Background: an optimization exercise with open tools, aiming at small area and a short achievable clock period. Do not read the settings as production practice.
Where RTL was checked, it was by simulation tests only, not by an equivalence proof against the original.
No activity file was given, so power comes from the tool's default toggle rates.

==> run a <==
==> flow/design.v <==
module m2_pingpong_block_buffer #(
    parameter int DATA_W  = 32,
    parameter int BLK_DIM = 8
) (
    input  logic              CLOCK_I,
    input  logic              RESETN_I,
    input  logic              WR_VALID_I,
    input  logic [DATA_W-1:0] WR_DATA_I,
    output logic              WR_READY_O,
    output logic              WR_BLOCK_DONE_O,
    input  logic              RD_TRANSPOSE_I,
    output logic              RD_VALID_O,
    output logic [DATA_W-1:0] RD_DATA_O,
    output logic              RD_LAST_O,
    input  logic              RD_READY_I,
    output logic              RD_BLOCK_DONE_O,
    output logic [1:0]        BANK_FULL_O
);
    localparam int WORDS  = BLK_DIM * BLK_DIM;
    localparam int ADDR_W = $clog2(WORDS);
    localparam int LOG_N  = $clog2(BLK_DIM);
    localparam int ROWS   = 2 * BLK_DIM;    
    logic [DATA_W-1:0] st [ROWS][BLK_DIM];
    logic [ADDR_W-1:0] wr_cnt;
    logic              wr_bank;
    logic [1:0]        full;
    logic              wr_rdy;
    logic              wr_fire;
    logic              wr_fill;
    logic [ROWS-1:0]   wsel;     
    logic [ROWS-1:0]   wsel_rot;
    logic              idle;
    logic              pre;      
    logic              ld_ok;    
    logic              rd_bank;
    logic              tr_q;
    logic [ADDR_W-1:0] lc;       
    logic [ROWS-1:0]   rsel;     
    logic [ROWS-1:0]   rsel_rot;
    logic              vld;
    logic              last;
    logic [DATA_W-1:0] dout;
    logic              pop;
    logic              load;
    logic              rd_free;
    logic              start;
    logic [DATA_W-1:0] head;
    assign wr_fire = WR_VALID_I & wr_rdy;
    assign wr_fill = wr_fire & (wr_cnt == ADDR_W'(WORDS - 1));
    assign pop     = vld & RD_READY_I;
    assign load    = pre | (ld_ok & RD_READY_I);
    assign rd_free = pop & last;
    assign start   = idle & full[rd_bank];
    assign wsel_rot = {wsel[ROWS-2:0], wsel[ROWS-1]};
    assign rsel_rot = {rsel[ROWS-2:BLK_DIM], rsel[ROWS-1], rsel[BLK_DIM-2:0], rsel[BLK_DIM-1]};
    always_comb begin
        head = '0;
        for (int i = 0; i < ROWS; i++) head = head | ({DATA_W{rsel[i]}} & st[i][0]);
    end
    for (genvar i = 0; i < ROWS; i++) begin : g_row
        logic en;
        assign en = (wsel[i] & wr_fire) | (rsel[i] & load);
        always_ff @(posedge CLOCK_I) begin
            if (en) begin
                for (int j = 0; j < BLK_DIM - 1; j++) st[i][j] <= st[i][j+1];
                st[i][BLK_DIM-1] <= WR_DATA_I;
            end
        end
    end
    always_ff @(posedge CLOCK_I) begin
        if (!RESETN_I) begin
            wr_cnt          <= '0;
            wr_bank         <= 1'b0;
            full            <= 2'b00;
            wr_rdy          <= 1'b1;
            wsel            <= ROWS'(1);
            idle            <= 1'b1;
            pre             <= 1'b0;
            ld_ok           <= 1'b0;
            rd_bank         <= 1'b0;
            tr_q            <= 1'b0;
            lc              <= '0;
            rsel            <= '0;
            vld             <= 1'b0;
            last            <= 1'b0;
            WR_BLOCK_DONE_O <= 1'b0;
            RD_BLOCK_DONE_O <= 1'b0;
            dout            <= '0;
        end else begin
            logic [1:0] full_n;
            logic       wr_bank_n;
            full_n    = full;
            wr_bank_n = wr_bank;
            if (wr_fill) begin
                wr_bank_n       = ~wr_bank;
                full_n[wr_bank] = 1'b1;
            end
            if (rd_free) full_n[rd_bank] = 1'b0;
            full    <= full_n;
            wr_bank <= wr_bank_n;
            wr_rdy  <= ~full_n[wr_bank_n];
            WR_BLOCK_DONE_O <= wr_fill;
            RD_BLOCK_DONE_O <= rd_free;
            if (wr_fire) begin
                wr_cnt <= wr_cnt + 1'b1;
                if (wr_cnt[LOG_N-1:0] == LOG_N'(BLK_DIM - 1)) wsel <= wsel_rot;
            end
            pre <= start;
            if (start) begin
                idle <= 1'b0;
                tr_q <= RD_TRANSPOSE_I;
                lc   <= '0;
                rsel <= '0;
                rsel[{rd_bank, LOG_N'(0)}] <= 1'b1;
            end
            if (pre) begin
                vld   <= 1'b1;
                ld_ok <= 1'b1;
            end
            if (load) begin
                lc   <= lc + 1'b1;
                if (tr_q || lc[LOG_N-1:0] == LOG_N'(BLK_DIM - 1)) rsel <= rsel_rot;
                last <= (lc == ADDR_W'(WORDS - 1));
                if (lc == ADDR_W'(WORDS - 1)) ld_ok <= 1'b0;
            end
            if (load) dout <= head;
            if (rd_free) begin
                idle    <= 1'b1;
                vld     <= 1'b0;
                rd_bank <= ~rd_bank;
            end
        end
    end
    assign WR_READY_O  = wr_rdy;
    assign RD_VALID_O  = vld;
    assign RD_DATA_O   = dout;
    assign RD_LAST_O   = last;
    assign BANK_FULL_O = full;
endmodule
==> flow/flow/run.sh <==
#!/bin/bash
# The standard ORFS flow (the standard.sh), with these changes to how the layout is made:
#  - port buffers are buf_4 cells instead of the delay-type buffer buffer_ports picks by default;
#  - timing repair may resize a cell to any cell of the same function, not only to one of the same
#    footprint, so those buffers and the output registers' drivers can be resized;
#  - after global placement, flow/pin_regs.tcl moves each register that drives an output port
#    next to that port's buffer (detailed placement then legalizes it);
#  - clock tree synthesis clusters up to 25 sinks within 55 um per leaf buffer and spaces the
#    H-tree's buffers 250 um apart, which gives a lower insertion delay with fewer buffers.
# make's full output goes to flow_make.log here; each ORFS step logs under orfs/logs/.
set -euo pipefail
here=$(pwd)
bash standard.sh MATCH_CELL_FOOTPRINT=0 \
  "BUFFER_PORTS_ARGS=-buffer_cell sky130_fd_sc_hd__buf_4" \
  "POST_GLOBAL_PLACE_TCL=$here/flow/pin_regs.tcl" \
  "CTS_ARGS=-sink_clustering_enable -repair_clock_nets -distance_between_buffers 250 -sink_clustering_size 25 -sink_clustering_max_diameter 55" \
  finish > flow_make.log 2>&1
==> flow/flow/pin_regs.tcl <==
# Move each register that drives an output port's buffer next to that buffer, so the register's
# clock-to-output path has no long wire; its longer input wire then lies on a register-to-register
# path. Detailed placement legalizes the moved registers afterwards.
set block [ord::get_db_block]
set die [$block getDieArea]
set cx [expr {([$die xMin] + [$die xMax]) / 2}]
set cy [expr {([$die yMin] + [$die yMax]) / 2}]
set moved 0
foreach bterm [$block getBTerms] {
  if {[$bterm getIoType] != "OUTPUT"} { continue }
  set net [$bterm getNet]
  if {$net == "NULL"} { continue }
  foreach it [$net getITerms] {
    if {![$it isOutputSignal]} { continue }
    set buf [$it getInst]
    foreach bit [$buf getITerms] {
      if {![$bit isInputSignal]} { continue }
      set n2 [$bit getNet]
      if {$n2 == "NULL"} { continue }
      foreach d [$n2 getITerms] {
        if {![$d isOutputSignal]} { continue }
        set reg [$d getInst]
        set m [[$reg getMaster] getName]
        if {![string match "*df*" $m]} { continue }
        lassign [$buf getLocation] bx by
        # a few microns from the buffer, towards the die centre
        set dx [expr {$cx - $bx}]
        set dy [expr {$cy - $by}]
        set len [expr {sqrt(double($dx) * $dx + double($dy) * $dy)}]
        if {$len < 1} { set len 1 }
        set step 8000
        set nx [expr {int($bx + $step * $dx / $len)}]
        set ny [expr {int($by + $step * $dy / $len)}]
        $reg setLocation $nx $ny
        incr moved
      }
    }
  }
}
puts "pin_regs: moved $moved registers next to their output buffers"
==> flow/standard.sh <==
#!/bin/bash
# synth_recipe.tcl (not shown) runs the flow's synth.tcl, then flattens the netlist and writes it again
# the make line also repeats each setting of config.mk as NAME=value (left out here)
make -C /OpenROAD-flow-scripts/flow DESIGN_CONFIG=/design/flow/config.mk WORK_HOME=/design/flow/orfs CLKGATE_MAP_FILE= SYNTH_SCRIPT=/design/flow/synth_recipe.tcl "${@:-finish}"
==> flow/config.mk <==
export PLATFORM = sky130hd
export DESIGN_NAME = m2_pingpong_block_buffer
export DESIGN_NICKNAME = m2_pingpong_block_buffer
export VERILOG_FILES = /design/flow/design.v
export SDC_FILE = /design/flow/constraint.sdc
export NUM_CORES = 4
export LEC_CHECK = 0
export CAP_MARGIN = 20
export CELL_PAD_IN_SITES_DETAIL_PLACEMENT = 0
export CELL_PAD_IN_SITES_GLOBAL_PLACEMENT = 0
export CORE_MARGIN = 2
export CORE_UTILIZATION = 60
export PLACE_DENSITY = 0.75
export SETUP_SLACK_MARGIN = 3.0
export SLEW_MARGIN = 20
==> flow/constraint.sdc <==
create_clock -name core_clock -period 5.5 [get_ports {CLOCK_I}]
set_input_delay 1.1000 -clock core_clock [delete_from_list [all_inputs] [get_ports {CLOCK_I}]]
set_output_delay 1.1000 -clock core_clock [all_outputs]
set_load 0.01 [all_outputs]
==> run b: changes against run a <==
==> flow/design.v, changed modules only <==
module m2_pingpong_block_buffer #(
    parameter int DATA_W  = 32,
    parameter int BLK_DIM = 8
) (
    input  logic              CLOCK_I,
    input  logic              RESETN_I,
    input  logic              WR_VALID_I,
    input  logic [DATA_W-1:0] WR_DATA_I,
    output logic              WR_READY_O,
    output logic              WR_BLOCK_DONE_O,
    input  logic              RD_TRANSPOSE_I,
    output logic              RD_VALID_O,
    output logic [DATA_W-1:0] RD_DATA_O,
    output logic              RD_LAST_O,
    input  logic              RD_READY_I,
    output logic              RD_BLOCK_DONE_O,
    output logic [1:0]        BANK_FULL_O
);
    localparam int WORDS  = BLK_DIM * BLK_DIM;
    localparam int ADDR_W = $clog2(WORDS);
    localparam int LOG_N  = $clog2(BLK_DIM);
    localparam int ROWS   = 2 * BLK_DIM;    
    logic [DATA_W-1:0] st [ROWS][BLK_DIM];
    logic [ADDR_W-1:0] wr_cnt;
    logic              wr_bank;
    logic [1:0]        full;
    logic              wr_rdy;
    logic              wr_fire;
    logic              wr_fill;
    logic [ROWS-1:0]   wsel;     
    logic              idle;
    logic              pre;      
    logic              ld_ok;    
    logic              rd_bank;
    logic              tr_q;
    logic [ADDR_W-1:0] lc;       
    logic [ROWS-1:0]   rsel;     
    logic              vld;
    logic              last;
    logic [DATA_W-1:0] dout;
    logic              pop;
    logic              load;
    logic              rd_free;
    logic              start;
    logic [ADDR_W-1:0] lc_n;
    logic [LOG_N-1:0]  lrow_n;
    logic [DATA_W-1:0] head;
    assign wr_fire = WR_VALID_I & wr_rdy;
    assign wr_fill = wr_fire & (wr_cnt == ADDR_W'(WORDS - 1));
    assign pop     = vld & RD_READY_I;
    assign load    = pre | (ld_ok & RD_READY_I);
    assign rd_free = pop & last;
    assign start   = idle & full[rd_bank];
    assign lc_n    = lc + 1'b1;
    assign lrow_n  = tr_q ? lc_n[LOG_N-1:0] : lc_n[ADDR_W-1:LOG_N];
    always_comb begin
        head = '0;
        for (int i = 0; i < ROWS; i++) head = head | ({DATA_W{rsel[i]}} & st[i][0]);
    end
    for (genvar i = 0; i < ROWS; i++) begin : g_row
        logic en;
        assign en = (wsel[i] & wr_fire) | (rsel[i] & load);
        always_ff @(posedge CLOCK_I) begin
            if (en) begin
                for (int j = 0; j < BLK_DIM - 1; j++) st[i][j] <= st[i][j+1];
                st[i][BLK_DIM-1] <= WR_DATA_I;
            end
        end
    end
    always_ff @(posedge CLOCK_I) begin
        if (load) dout <= head;
    end
    always_ff @(posedge CLOCK_I) begin
        if (!RESETN_I) begin
            wr_cnt          <= '0;
            wr_bank         <= 1'b0;
            full            <= 2'b00;
            wr_rdy          <= 1'b1;
            wsel            <= ROWS'(1);
            idle            <= 1'b1;
            pre             <= 1'b0;
            ld_ok           <= 1'b0;
            rd_bank         <= 1'b0;
            tr_q            <= 1'b0;
            lc              <= '0;
            rsel            <= '0;
            vld             <= 1'b0;
            last            <= 1'b0;
            WR_BLOCK_DONE_O <= 1'b0;
            RD_BLOCK_DONE_O <= 1'b0;
        end else begin
            logic [1:0] full_n;
            logic       wr_bank_n;
            full_n    = full;
            wr_bank_n = wr_bank;
            if (wr_fill) begin
                wr_bank_n       = ~wr_bank;
                full_n[wr_bank] = 1'b1;
            end
            if (rd_free) full_n[rd_bank] = 1'b0;
            full    <= full_n;
            wr_bank <= wr_bank_n;
            wr_rdy  <= ~full_n[wr_bank_n];
            WR_BLOCK_DONE_O <= wr_fill;
            RD_BLOCK_DONE_O <= rd_free;
            if (wr_fire) begin
                logic [ADDR_W-1:0] wr_cnt_n;
                wr_cnt_n = wr_cnt + 1'b1;
                wr_cnt <= wr_cnt_n;
                wsel   <= '0;
                wsel[{wr_bank_n, wr_cnt_n[ADDR_W-1:LOG_N]}] <= 1'b1;
            end
            pre <= start;
            if (start) begin
                idle <= 1'b0;
                tr_q <= RD_TRANSPOSE_I;
                lc   <= '0;
                rsel <= '0;
                rsel[{rd_bank, LOG_N'(0)}] <= 1'b1;
            end
            if (pre) begin
                vld   <= 1'b1;
                ld_ok <= 1'b1;
            end
            if (load) begin
                lc   <= lc_n;
                rsel <= '0;
                rsel[{rd_bank, lrow_n}] <= 1'b1;
                last <= (lc == ADDR_W'(WORDS - 1));
                if (lc == ADDR_W'(WORDS - 1)) ld_ok <= 1'b0;
            end
            if (rd_free) begin
                idle    <= 1'b1;
                vld     <= 1'b0;
                rd_bank <= ~rd_bank;
            end
        end
    end
    assign WR_READY_O  = wr_rdy;
    assign RD_VALID_O  = vld;
    assign RD_DATA_O   = dout;
    assign RD_LAST_O   = last;
    assign BANK_FULL_O = full;
endmodule
==> flow/flow/run.sh (replaced) <==
#!/bin/bash
# The standard ORFS flow (the standard.sh), with two changes to how the layout is made:
#  - port buffers are buf_4 cells instead of the delay-type buffer buffer_ports picks by default;
#  - timing repair may resize a cell to any cell of the same function, not only to one of the same
#    footprint, so those buffers and the output registers' drivers can be resized.
# make's full output goes to flow_make.log here; each ORFS step logs under orfs/logs/.
set -euo pipefail
bash standard.sh MATCH_CELL_FOOTPRINT=0 "BUFFER_PORTS_ARGS=-buffer_cell sky130_fd_sc_hd__buf_4" finish > flow_make.log 2>&1
removed: flow/flow/pin_regs.tcl
==> run c: changes against run a <==
--- a/flow/design.v
+++ b/flow/design.v
@@ -30,4 +30,5 @@
     logic [ROWS-1:0]   wsel;     
     logic [ROWS-1:0]   wsel_rot;
+    logic [ROWS-1:0]   wsel_ok;  
     logic              idle;
     logic              pre;      
@@ -38,4 +39,5 @@
     logic [ROWS-1:0]   rsel;     
     logic [ROWS-1:0]   rsel_rot;
+    logic [ROWS-1:0]   rsel_ok;  
     logic              vld;
     logic              last;
@@ -60,5 +62,5 @@
     for (genvar i = 0; i < ROWS; i++) begin : g_row
         logic en;
-        assign en = (wsel[i] & wr_fire) | (rsel[i] & load);
+        assign en = (wsel_ok[i] & WR_VALID_I) | (rsel_ok[i] & RD_READY_I) | (rsel[i] & pre);
         always_ff @(posedge CLOCK_I) begin
             if (en) begin
@@ -75,4 +77,6 @@
             wr_rdy          <= 1'b1;
             wsel            <= ROWS'(1);
+            wsel_ok         <= ROWS'(1);
+            rsel_ok         <= '0;
             idle            <= 1'b1;
             pre             <= 1'b0;
@@ -125,4 +129,22 @@
             end
             if (load) dout <= head;
+            begin
+                logic [ROWS-1:0] wsel_n;
+                logic [ROWS-1:0] rsel_n;
+                logic            ld_ok_n;
+                wsel_n = wsel;
+                if (wr_fire && wr_cnt[LOG_N-1:0] == LOG_N'(BLK_DIM - 1)) wsel_n = wsel_rot;
+                wsel_ok <= wsel_n & {ROWS{~full_n[wr_bank_n]}};
+                rsel_n = rsel;
+                if (start) begin
+                    rsel_n = '0;
+                    rsel_n[{rd_bank, LOG_N'(0)}] = 1'b1;
+                end
+                if (load && (tr_q || lc[LOG_N-1:0] == LOG_N'(BLK_DIM - 1))) rsel_n = rsel_rot;
+                ld_ok_n = ld_ok;
+                if (pre) ld_ok_n = 1'b1;
+                if (load && lc == ADDR_W'(WORDS - 1)) ld_ok_n = 1'b0;
+                rsel_ok <= rsel_n & {ROWS{ld_ok_n}};
+            end
             if (rd_free) begin
                 idle    <= 1'b1;
==> flow/flow/run.sh (replaced) <==
#!/bin/bash
# The standard ORFS flow (the standard.sh), with these changes to how the layout is made:
#  - port buffers are buf_4 cells instead of the delay-type buffer buffer_ports picks by default;
#  - timing repair may resize a cell to any cell of the same function, not only to one of the same
#    footprint, so those buffers and the output registers' drivers can be resized;
#  - after global placement, flow/pin_regs.tcl moves each output port's buffer, and the register driving it,
#    next to the port's pin (detailed placement then legalizes them);
#  - clock tree synthesis clusters up to 25 sinks within 55 um per leaf buffer and spaces the
#    H-tree's buffers 250 um apart, which gives a lower insertion delay with fewer buffers; it adds no dummy loads.
# make's full output goes to flow_make.log here; each ORFS step logs under orfs/logs/.
set -euo pipefail
here=$(pwd)
bash standard.sh MATCH_CELL_FOOTPRINT=0 \
  "BUFFER_PORTS_ARGS=-buffer_cell sky130_fd_sc_hd__buf_4" \
  "POST_GLOBAL_PLACE_TCL=$here/flow/pin_regs.tcl" \
  "CTS_ARGS=-sink_clustering_enable -repair_clock_nets -distance_between_buffers 250 -sink_clustering_size 25 -sink_clustering_max_diameter 55 -dont_use_dummy_load" \
  finish > flow_make.log 2>&1
==> flow/flow/pin_regs.tcl (replaced) <==
# Move each output port's buffer, and the register that drives it, next to the port's pin, so the
# register's clock-to-output path has no long wire; the register's longer input wire then lies on a
# register-to-register path. Detailed placement legalizes the moved cells afterwards.
set block [ord::get_db_block]
set die [$block getDieArea]
set moved 0
foreach bterm [$block getBTerms] {
  if {[$bterm getIoType] != "OUTPUT"} { continue }
  set net [$bterm getNet]
  if {$net == "NULL"} { continue }
  lassign [$bterm getFirstPinLocation] ok px py
  if {!$ok} { continue }
  # inward unit vector from the die edge the pin sits on
  set ux 0
  set uy 0
  if {$px - [$die xMin] < 1000} { set ux 1 } elseif {[$die xMax] - $px < 1000} { set ux -1 } \
  elseif {$py - [$die yMin] < 1000} { set uy 1 } else { set uy -1 }
  foreach it [$net getITerms] {
    if {![$it isOutputSignal]} { continue }
    set buf [$it getInst]
    $buf setLocation [expr {$px + $ux * 4000}] [expr {$py + $uy * 4000}]
    foreach bit [$buf getITerms] {
      if {![$bit isInputSignal]} { continue }
      set n2 [$bit getNet]
      if {$n2 == "NULL"} { continue }
      foreach d [$n2 getITerms] {
        if {![$d isOutputSignal]} { continue }
        set reg [$d getInst]
        if {![string match "*df*" [[$reg getMaster] getName]]} { continue }
        $reg setLocation [expr {$px + $ux * 9000}] [expr {$py + $uy * 9000}]
        incr moved
      }
    }
  }
}
puts "pin_regs: moved $moved output buffers and their registers next to the pins"
SETUP_SLACK_MARGIN = 3.3   (was 3.0)
==> run d: changes against run a <==
--- a/flow/design.v
+++ b/flow/design.v
@@ -69,4 +69,7 @@
     end
     always_ff @(posedge CLOCK_I) begin
+        dout <= ({DATA_W{load}} & head) | ({DATA_W{~load}} & dout);
+    end
+    always_ff @(posedge CLOCK_I) begin
         if (!RESETN_I) begin
             wr_cnt          <= '0;
@@ -86,5 +89,4 @@
             WR_BLOCK_DONE_O <= 1'b0;
             RD_BLOCK_DONE_O <= 1'b0;
-            dout            <= '0;
         end else begin
             logic [1:0] full_n;
@@ -124,5 +126,4 @@
                 if (lc == ADDR_W'(WORDS - 1)) ld_ok <= 1'b0;
             end
-            if (load) dout <= head;
             if (rd_free) begin
                 idle    <= 1'b1;
--- a/flow/flow/run.sh
+++ b/flow/flow/run.sh
@@ -6,5 +6,5 @@
 #  - after global placement, flow/pin_regs.tcl moves each register that drives an output port
 #    next to that port's buffer (detailed placement then legalizes it);
-#  - clock tree synthesis clusters up to 25 sinks within 55 um per leaf buffer and spaces the
+#  - clock tree synthesis clusters up to 30 sinks within 55 um per leaf buffer and spaces the
 #    H-tree's buffers 250 um apart, which gives a lower insertion delay with fewer buffers.
 # make's full output goes to flow_make.log here; each ORFS step logs under orfs/logs/.
@@ -14,4 +14,4 @@
   "BUFFER_PORTS_ARGS=-buffer_cell sky130_fd_sc_hd__buf_4" \
   "POST_GLOBAL_PLACE_TCL=$here/flow/pin_regs.tcl" \
-  "CTS_ARGS=-sink_clustering_enable -repair_clock_nets -distance_between_buffers 250 -sink_clustering_size 25 -sink_clustering_max_diameter 55" \
+  "CTS_ARGS=-sink_clustering_enable -repair_clock_nets -distance_between_buffers 250 -sink_clustering_size 30 -sink_clustering_max_diameter 55" \
   finish > flow_make.log 2>&1
==> qor summary <==
| item | run a | run b | run d | run c |
|---|---|---|---|---|
| Ratio of cells with drive above 1 in the final layout | 0.113 | 0.143 | 0.116 | 0.121 |
| TritonCTS Buffers | 213 | 390 | 201 | 217 |
| Time the worst path needs with I/O delays and setup | 2.61 ns | 2.83 ns | 2.60 ns | 2.52 ns |
| Type of the worst setup path | reg -> reg | reg -> out | reg -> out | reg -> out |
| Detailed placement HPWL | 126000 um | 117000 um | 118000 um | 120000 um |
| CP max stage cell | sky130_fd_sc_hd__and2_4 | sky130_fd_sc_hd__edfxtp_1 | sky130_fd_sc_hd__edfxtp_1 | sky130_fd_sc_hd__dfxtp_4 |
| Clock buffer count | 268 | 484 | 211 | 217 |
| Number of global-route vias before repair | 47800 | 52992 | 46993 | 48546 |
| Hold Crit Endpoint | st[21][1] | st[18][7] | st[57][6] | st[98][7] |
| Final hold slack | 0.387 ns | 0.361 ns | 0.394 ns | 0.341 ns |
| Outcome | no timing/DRC/antenna violations | no timing/DRC/antenna violations | no timing/DRC/antenna violations | no timing/DRC/antenna violations |
| Synthesized flop and latch total | 4185 | 4185 | 4185 | 4217 |
| Share of power burned in registers | 0.662 | 0.566 | 0.659 | 0.680 |
| Cell internal power dissipation | 42.4 mW | 49.2 mW | 42.4 mW | 41.9 mW |
| Met1 layer usage reported by global route | 0.315 | 0.338 | 0.308 | 0.331 |
| DRC marker count from the first detailed-route iteration | 7693 | 7682 | 6487 | 7343 |
| Routed wire length | 253000 um | 290000 um | 240000 um | 252000 um |
| Storage element area | 125000 sq um | 125000 sq um | 125000 sq um | 126000 sq um |
| Peak clock frequency supported by timing | 383 MHz | 354 MHz | 385 MHz | 397 MHz |
| Layout sequential cell count | 4185 | 4185 | 4185 | 4217 |
| Synthesized-area fraction occupied by xor and xnor cells | 0.000339 | 0.000948 | 0.000475 | 0.000269 |
| Seq/total area | 0.883 | 0.848 | 0.883 | 0.882 |
| Overall global routing resource usage | 0.227 | 0.263 | 0.219 | 0.223 |
No functional check of the RTL was part of run a and run b.

## what the ideal ports hide
In the flow no input, the clock included, has a driving cell. The finished layouts below were timed again as built, in two steps.
Step 1, drivers: a clkbuf_16 drives CLOCK_I and a buf_2 each remaining input, both assumed.
Step 2 times the ports against the registers' clock, not the clock port: input delays grow and output delays shrink by t, the midpoint of the rising clock arrivals with the driver on.
Three values: ideal, step 1, step 2; two values: the first two.
run | t (ns) | slack for setup (ns) | worst setup path at the end
run a | 0.962 | 2.888 / 2.888 / 2.050 | input to register
run b | 1.038 | 2.672 / 2.581 / 2.189 | input to register
run c | 0.955 | 2.983 / 2.903 / 2.291 | input to register
run d | 0.963 | 2.903 / 2.809 / 2.105 | input to register
After both steps every run listed still meets setup and hold. For run a, which loses most, drivers alone change the setup slack by 0.000 ns; drivers and shift together by -0.838 ns.
